This is an optimization exercise on Yosys and OpenROAD, whose aim is small area, not a production implementation.
Power figures rest on the tool's default switching activity, not on a simulated workload.

run A:
## ballDisplay
module ballDisplay
(
    input  logic        clk,
    input  logic        reset,
    input  logic        run,
    input  logic [9:0]  ballSize,
    output logic [23:0] rgb,
    output logic [9:0]  pixelX,
    output logic [9:0]  pixelY,
    output logic        displayOn,
    output logic        hSyncN,
    output logic        vSyncN
);
    logic       justReset;
    logic       xEnd;
    logic       yEnd;
    logic [9:0] xInc;
    logic [9:0] yInc;
    logic [9:0] curX;
    logic [9:0] curY;
    logic       xVis;
    logic       yVis;
    logic       onNext;
    logic       hSyncNext;
    logic       vSyncNext;
    logic       frameTick;
    rippleAdd #(.W(10)) i_xInc (.a(pixelX), .b(10'd0), .ci(1'b1), .s(xInc), .co());
    rippleAdd #(.W(10)) i_yInc (.a(pixelY), .b(10'd0), .ci(1'b1), .s(yInc), .co());
    always_comb
    begin
        xEnd = (pixelX == 10'd799);
        yEnd = (pixelY == 10'd524);
        curX = xEnd ? 10'd0 : {xInc[9:1], xInc[0] & ~justReset};
        if (!xEnd)
            curY = pixelY;
        else if (yEnd)
            curY = 10'd0;
        else
            curY = yInc;
        xVis      = !(curX[9] && (curX[8] || curX[7]));
        yVis      = !curY[9] && (curY[8:5] != 4'b1111);
        onNext    = xVis && yVis;
  ...
Size: roughly 1100 cells after synthesis, ~110 flip-flops, about 60 I/O pins, roughly 0.0084 mm2 of cells after synthesis.
export LEC_CHECK = 0
export ABC_AREA = 1
export CAP_MARGIN = 20
export CORE_MARGIN = 2
export CORE_UTILIZATION = 40
export SLEW_MARGIN = 20
create_clock -name core_clock -period 12.0 [get_ports {clk}]
standard.sh (not shown) runs the stock make flow with config.mk's settings and CLKGATE_MAP_FILE= SYNTH_SCRIPT=/design/flow/synth_recipe.tcl, a recipe that flattens the netlist after the stock synthesis.
==> flow/flow/run.sh <==
#!/bin/bash
# The standard layout (the standard.sh: standard synthesis, floorplan, placement, CTS,
# routing, finish) with two ORFS settings changed:
# * the buffer that placement puts on every input and output port is the smallest buffer,
#   sky130_fd_sc_hd__buf_1, instead of the one buffer_ports picks itself (every port still gets
#   its own buffer);
# * clock tree synthesis builds the tree from clkbuf_4 below a clkbuf_8 root and adds no
#   dummy load cells.
set -euo pipefail
export BUFFER_PORTS_ARGS="-buffer_cell sky130_fd_sc_hd__buf_1"
export CTS_ARGS="-sink_clustering_enable -repair_clock_nets -root_buf sky130_fd_sc_hd__clkbuf_16 -buf_list sky130_fd_sc_hd__clkbuf_4 -sink_clustering_size 10 -sink_clustering_max_diameter 60 -dont_use_dummy_load"
bash standard.sh finish > standard_flow.log 2>&1
Run A finished every step from synthesis to the final layout, and the layout passed the timing, DRC and antenna checks.
Modified inputs, run B compared to run A
- CTS_BUF_LIST: unset -> sky130_fd_sc_hd__clkbuf_4 sky130_fd_sc_hd__clkbuf_8
==> flow/run.sh (new file) <==
#!/bin/bash
# synth_recipe.tcl (not shown) runs the flow's synth.tcl, then flattens the netlist and writes it again
# the make line also repeats each setting of config.mk as NAME=value (left out here)
make -C /OpenROAD-flow-scripts/flow DESIGN_CONFIG=/design/flow/config.mk WORK_HOME=/design/flow/orfs CLKGATE_MAP_FILE= SYNTH_SCRIPT=/design/flow/synth_recipe.tcl finish
removed: flow/flow/run.sh
removed: flow/standard.sh
==> summary.txt <==
- [run B] sequential share of layout area fell 1.7 points relative to run A
- NOTE: via count of the first global-routing pass in run B exceeds that of run A
- Summary of the comparison: final core area utilization is higher in run B, relative to run A.
Inputs modified between run B and run C:
- CTS_CLUSTER_SIZE now 30, previously not set
- CTS_BUF_LIST now sky130_fd_sc_hd__clkbuf_4, was sky130_fd_sc_hd__clkbuf_4 sky130_fd_sc_hd__clkbuf_8
==> flow/flow/run.sh (new file) <==
#!/bin/bash
# The standard layout (the standard.sh: standard synthesis, floorplan, placement, CTS,
# routing, finish) with three ORFS settings changed:
# * the buffer that placement puts on every input and output port is the smallest buffer,
#   sky130_fd_sc_hd__buf_1, instead of the one buffer_ports picks itself (every port still gets
#   its own buffer);
# * clock tree synthesis builds the tree from clkbuf_4 and adds no dummy load cells;
# * the repair after global routing downsizes cells off the critical paths (RECOVER_POWER).
set -euo pipefail
export BUFFER_PORTS_ARGS="-buffer_cell sky130_fd_sc_hd__buf_1"
export CTS_ARGS="-sink_clustering_enable -repair_clock_nets -buf_list sky130_fd_sc_hd__clkbuf_4 -dont_use_dummy_load"
export RECOVER_POWER=100
bash standard.sh finish > standard_flow.log 2>&1
==> flow/standard.sh (new file) <==
#!/bin/bash
# synth_recipe.tcl (not shown) runs the flow's synth.tcl, then flattens the netlist and writes it again
# the make line also repeats each setting of config.mk as NAME=value (left out here)
make -C /OpenROAD-flow-scripts/flow DESIGN_CONFIG=/design/flow/config.mk WORK_HOME=/design/flow/orfs CLKGATE_MAP_FILE= SYNTH_SCRIPT=/design/flow/synth_recipe.tcl "${@:-finish}"
removed: flow/run.sh
==> comparison <==
What the final checks of run C revealed, after a flow that finished every stage, was a layout that fails on capacitance limit, slew limit. Looking at required time of the critical path across run B and run C, the one that comes out higher is run C. Setup slack: run C more than run B. Compared with run B, in run C final critical-path required period -110 ps, cell area -6.9%, area growth from synthesis to final layout -7.7 points. Met3 usage | run C above run B.
The inputs of run D differ from those of run C as listed below.
- CTS_BUF_LIST: sky130_fd_sc_hd__clkbuf_4 -> unset
- CTS_CLUSTER_SIZE: 30 -> unset
--- a/flow/flow/run.sh
+++ b/flow/flow/run.sh
@@ -3 +3 @@
-# routing, finish) with three ORFS settings changed:
+# routing, finish) with two ORFS settings changed:
@@ -7,2 +7,2 @@
-# * clock tree synthesis builds the tree from clkbuf_4 and adds no dummy load cells;
-# * the repair after global routing downsizes cells off the critical paths (RECOVER_POWER).
+# * clock tree synthesis builds the tree from clkbuf_4 below a clkbuf_8 root and adds no
+#   dummy load cells.
@@ -11,2 +11 @@
-export CTS_ARGS="-sink_clustering_enable -repair_clock_nets -buf_list sky130_fd_sc_hd__clkbuf_4 -dont_use_dummy_load"
-export RECOVER_POWER=100
+export CTS_ARGS="-sink_clustering_enable -repair_clock_nets -buf_list \"sky130_fd_sc_hd__clkbuf_4 sky130_fd_sc_hd__clkbuf_8\" -dont_use_dummy_load"
Findings:
- Via count ends up lower on run D.
- Delta (run D minus run C): fraction of final layout cells with drive strength greater than 1 climbed 0.84 points; first-pass GRT wire length barely changed; upper clock frequency limit barely changed; switching part of the total dropped 1.4 points; amount of wire on met2 after detailed routing climbed about 0.34%.
- Looking at the reports, run D completed the entire flow and the layout it produced met the timing, DRC and antenna checks.
- Comparing run C and run D, the lower cell area is on run C.
- Changes observed in run D relative to run C: met1 capacity usage during global routing neither gained nor lost much, hold path depth neither gained nor lost much, final cell count neither gained nor lost much.
What run E does differently from run D at the input level:
--- a/flow/flow/run.sh
+++ b/flow/flow/run.sh
@@ -11 +11 @@
-export CTS_ARGS="-sink_clustering_enable -repair_clock_nets -buf_list \"sky130_fd_sc_hd__clkbuf_4 sky130_fd_sc_hd__clkbuf_8\" -dont_use_dummy_load"
+export CTS_ARGS="-sink_clustering_enable -repair_clock_nets -root_buf sky130_fd_sc_hd__clkbuf_8 -buf_list sky130_fd_sc_hd__clkbuf_4 -dont_use_dummy_load"
--- outcome ---
The flow did not stop early for run E: all stages ran, and the layout cleared the timing, DRC and antenna checks.
Total leakage power improves in run E relative to run D.
Comparing switching power share of the total for run D and run E, the bigger number came from run E.
There was hardly any difference in sum of routed wire length over all layers between run D and run E.
Total track usage delta (run E -> run D): insignificant
From run D to run E the numbers moved as follows: maximum vdd ir drop decreased by 19% relative to the old numbers; growth of design area from synthesis to finish decreased by 1.2 points relative to the old numbers; wire length on met1 decreased by 0.50% relative to the old numbers; fmax closely matched the old numbers.
Relative to run E, the following input files were edited for run F:
- an added CTS_BUF_LIST of sky130_fd_sc_hd__clkbuf_4
- an added CTS_CLUSTER_SIZE of 30
==> flow/run.sh (new file) <==
#!/bin/bash
# synth_recipe.tcl (not shown) runs the flow's synth.tcl, then flattens the netlist and writes it again
# the make line also repeats each setting of config.mk as NAME=value (left out here)
make -C /OpenROAD-flow-scripts/flow DESIGN_CONFIG=/design/flow/config.mk WORK_HOME=/design/flow/orfs CLKGATE_MAP_FILE= SYNTH_SCRIPT=/design/flow/synth_recipe.tcl finish
removed: flow/flow/run.sh
removed: flow/standard.sh
==> summary.txt <==
Filler cell count in the final layout delta (run F -> run E): insignificant
From run F to run E, count of unresolved DRC violations after routing did not move at all.
Relative to run E, share of cell area taken by multi-input logic gates decreased by 3.1 points in run F.
| cell internal power dissipation | run F vs run E | worse |
Sort run F and run E by via count, ascending, and run E comes first.
Count of inverters not on the clock network in the layout across run F and run E: no real change.
In run F relative to run E, total power draw had gone up by more than 10%.
For the actual transition at the worst max-transition pin, run F came in 41 ps lower than run E did.
Run F vs. run E: switching power of the nets went up about 15%, post-place instance area grew by 3.9%, setup slack went down by 4.4 ps.
No functional check of the RTL was part of any run of this note.

## afterwards: timing with drivers on the ports
How much do the figures lean on ideal ports? The routed layouts below were timed once more, with nothing changed but the port constraints.
Step 1 (the two cells are an assumption about what drives the block):
set clk [get_ports {clk}]
set_driving_cell -lib_cell sky130_fd_sc_hd__clkbuf_16 $clk
set_driving_cell -lib_cell sky130_fd_sc_hd__buf_2 [delete_from_list [all_inputs] $clk]
Step 2, shift: input delay + t, output delay - t, t = (earliest + latest rising clock arrival at the registers) / 2. This alone moves slack from input paths to output paths.
Slacks: ideal ports / drivers / drivers and shift; pairs: ideal ports / drivers.
run	t (ns)	setup WS [ns]	worst setup path at the end	worst slew at a driven data input, ns
run A	0.394	0.726 / 0.726 / 0.726	register to register	0.04
run B	0.488	0.652 / 0.652 / 0.652	register to register	0.04
run C	0.562	0.760 / 0.760 / 0.760	register to register	0.04
run D	0.469	0.736 / 0.736 / 0.736	register to register	0.04
run E	0.447	0.721 / 0.721 / 0.721	register to register	0.04
run F	0.587	0.716 / 0.716 / 0.716	register to register	0.04
